This design comes from an exercise in tuning for small area on the open sky130 flow, not from production work. Function was checked by simulation only, so behaviour that the tests miss may differ from the original. No driver is modelled on the clock port, so clocking that relies on it looks cheaper here than on a real chip.

== before ==
## regfile_servo_bank
module regfile_servo_bank #(
  parameter int NUM_REGS   = 32,
  parameter int DATA_W     = 32,
  parameter int NUM_SERVO  = 6,
  parameter int SERVO_BASE = 1,
  parameter int SERVO_W    = 7,
  parameter int SERVO_MAX  = 127,
  localparam int AW        = $clog2(NUM_REGS)
) (
  input  logic                         clock,
  input  logic                         ctrl_reset,
  input  logic                         ctrl_writeEnable,
  input  logic [AW-1:0]                ctrl_writeReg,
  input  logic [DATA_W-1:0]            data_writeReg,
  input  logic [AW-1:0]                ctrl_readRegA,
  input  logic [AW-1:0]                ctrl_readRegB,
  output logic [DATA_W-1:0]            data_readRegA,
  output logic [DATA_W-1:0]            data_readRegB,
  input  logic                         servo_commit,
  output logic [NUM_SERVO*SERVO_W-1:0] servo_out,
  output logic [NUM_SERVO-1:0]         servo_dirty,
  output logic                         servo_update
);
  localparam logic [SERVO_W-1:0] CLAMP = SERVO_W'(SERVO_MAX);
  logic [NUM_REGS-1:1][DATA_W-1:0] regs_q, regs_d;
  logic [NUM_SERVO*SERVO_W-1:0]    servo_q, servo_d, servo_new;
  logic [NUM_SERVO-1:0]            dirty_q;
  logic                            update_q;
  logic                            wr_ok;
  logic [NUM_REGS-1:1]             wsel;     
  logic [NUM_REGS-1:1]             ld;       
  logic [NUM_REGS-1:1]             keep;     
  logic                            s_ld;     
  logic                            s_keep;   
  assign wr_ok  = ctrl_writeEnable && (ctrl_writeReg != '0);
  assign s_ld   = !ctrl_reset && servo_commit;
  assign s_keep = !ctrl_reset && !servo_commit;
  always_comb begin
    for (int i = 1; i < NUM_REGS; i++) begin
      wsel[i] = wr_ok && (ctrl_writeReg == AW'(i));
  ...
clock: 8.0 ns
lec_check: 0
cap_margin: 10
core_margin: 2
core_utilization: 50
place_density: 0.65
setup_slack_margin: 0.3
slew_margin: 10
synth_hierarchical: 1
synth_minimum_keep_size: 0
standard.sh (not shown) runs the stock make flow with config.mk's settings and CLKGATE_MAP_FILE= SYNTH_SCRIPT=/design/flow/synth_recipe.tcl, a recipe that flattens the netlist after the stock synthesis.
==> flow/flow/run.sh <==
#!/bin/bash
# Own flow: the standard layout with smaller port buffers, a clock tree of larger sink
# clusters without dummy loads, and power/area recovery passes after clock tree synthesis.
set -euo pipefail
here=$(pwd)
bash standard.sh \
  BUFFER_PORTS_ARGS="-buffer_cell sky130_fd_sc_hd__buf_1" \
  CTS_ARGS="-sink_clustering_enable -repair_clock_nets -dont_use_dummy_load -buf_list sky130_fd_sc_hd__clkbuf_16 -sink_clustering_size 25 -sink_clustering_max_diameter 100" \
  POST_CTS_TCL="$here/flow/post_cts.tcl" \
  finish > "$here/standard.log" 2>&1
==> flow/flow/downsize.tcl <==
# Greedy area recovery: try each oversized combinational cell at smaller drive strengths,
# keeping a change only while setup/hold slack, slew and capacitance limits still hold.
proc ds_pin_slew_ok { inst lim } {
  foreach it [$inst getITerms] {
    set n [$it getNet]
    if { $n eq "NULL" } { continue }
    if { [$n getSigType] ne "SIGNAL" } { continue }
    foreach it2 [$n getITerms] {
      set pn "[[$it2 getInst] getName]/[[$it2 getMTerm] getName]"
      set p [get_pins -quiet $pn]
      if { $p eq "" } { continue }
      if { [get_property $p slew_max] > $lim } { return 0 }
    }
  }
  return 1
}
set db [ord::get_db]
set block [ord::get_db_block]
set setup_m 0.35e-9
set slew_lim 1.1
set ws0 [sta::worst_slack_cmd max]
set wh0 [sta::worst_slack_cmd min]
set sv0 [sta::max_slew_violation_count]
set cv0 [sta::max_capacitance_violation_count]
set smin [expr {min($ws0, $setup_m)}]
set hmin [expr {min($wh0, 0.0)}]
puts "downsize: start area [rsz::design_area] ws $ws0 wh $wh0 slewv $sv0 capv $cv0"
set cand {}
foreach inst [$block getInsts] {
  set m [$inst getMaster]
  set mn [$m getName]
  if { ![regexp {^(sky130_fd_sc_hd__[a-z0-9]+)_([0-9]+)$} $mn -> base sz] } { continue }
  if { [regexp {dfxtp|tap|diode|conb|fill|decap|dly} $base] } { continue }
  set clk 0
  foreach it [$inst getITerms] {
    set n [$it getNet]
    if { $n ne "NULL" && [$n getSigType] eq "CLOCK" } { set clk 1 }
  }
  if { $clk } { continue }
  if { [string match clkbuf_* [$inst getName]] } { continue }
  lappend cand [list $inst $base $sz [expr {[$m getWidth]}]]
}
set cand [lsort -integer -decreasing -index 3 $cand]
set nchg 0
foreach c $cand {
  lassign $c inst base sz w
  set orig [[$inst getMaster] getName]
  set iname [$inst getName]
  set ok_slew0 [ds_pin_slew_ok $inst 1e9]
  foreach s {0 1 2 3 4 6 8 12} {
    if { $s >= $sz } { break }
    set nm "${base}_$s"
    set nmaster [$db findMaster $nm]
    if { $nmaster eq "NULL" } { continue }
    if { [$nmaster getWidth] >= [[$inst getMaster] getWidth] } { continue }
    replace_cell $iname $nm
    set good 1
    if { [sta::worst_slack_cmd max] < $smin } { set good 0 }
    if { $good && [sta::worst_slack_cmd min] < $hmin } { set good 0 }
    if { $good && [sta::max_slew_violation_count] > $sv0 } { set good 0 }
    if { $good && [sta::max_capacitance_violation_count] > $cv0 } { set good 0 }
    if { $good && ![ds_pin_slew_ok $inst $slew_lim] } { set good 0 }
    if { $good } { incr nchg; break }
    replace_cell $iname $orig
  }
}
puts "downsize: changed $nchg cells, area [rsz::design_area] ws [sta::worst_slack_cmd max] wh [sta::worst_slack_cmd min] slewv [sta::max_slew_violation_count] capv [sta::max_capacitance_violation_count]"
==> flow/flow/post_cts.tcl <==
# Downsize cells on paths with slack to spare, then recover more area greedily
# (flow/downsize.tcl), then legalise the placement again.
repair_timing -recover_power 100 -slack_margin 0.35 -verbose
source [file join [file dirname [info script]] downsize.tcl]
estimate_parasitics -placement
detailed_placement
check_placement -verbose
Input changes introduced in after (baseline for comparison: before):
- SLEW_MARGIN: 10 -> 15
- CAP_MARGIN: 10 -> 15
- SETUP_SLACK_MARGIN: 0.3 -> 0.5
-- flow/flow/downsize.tcl --
<<< before, line 18
set block [ord::get_db_block]
set setup_m 0.35e-9
set slew_lim 1.1
>>> after, line 18
set block [ord::get_db_block]
set setup_m 0.55e-9
set slew_lim 1.1
==> flow/flow/post_cts.tcl <==
# Downsize cells on paths with slack to spare, then recover more area greedily
# (flow/downsize.tcl), then legalise the placement again.
repair_timing -recover_power 100 -slack_margin 0.55 -verbose
source [file join [file dirname [info script]] downsize.tcl]
estimate_parasitics -placement
detailed_placement
check_placement -verbose
==> summary.txt <==
- The routed length per placed instance was comparable across before and after.
- Looking at before and after, the sequential share of layout area is a wash.
- after -> before: sequential area share after synthesis flat
- In the metrics for before and after, the one carrying the higher final critical path time including I/O delays and setup is after.
- Reported for before and after, die footprint turned out identical to the last digit.

[re-timing with driven ports]
The flow's constraints put no driver on any port. The routed layouts listed below were extracted and timed again, unchanged, in two steps.
Step 1, drivers: a clkbuf_16 drives clock and a buf_2 each remaining input, both assumed.
Step 2 moves the port delays by t, midway between the first and last clock arrival at a register: inputs arrive t later, outputs are due t later. That takes back most of the time a late clock gives input paths.
Three values: no drivers, after step 1, after step 2; two values: the first two.
run	t (ns)	setup WS [ns]	pins driven straight from the clock port
before	0.697	0.365 / 0.293 / 0.293	1
after	0.694	0.338 / 0.315 / 0.315	1
After both steps every run listed still meets setup and hold. For before, which loses most, drivers alone change the setup slack by -0.072 ns; drivers and shift together by -0.072 ns.
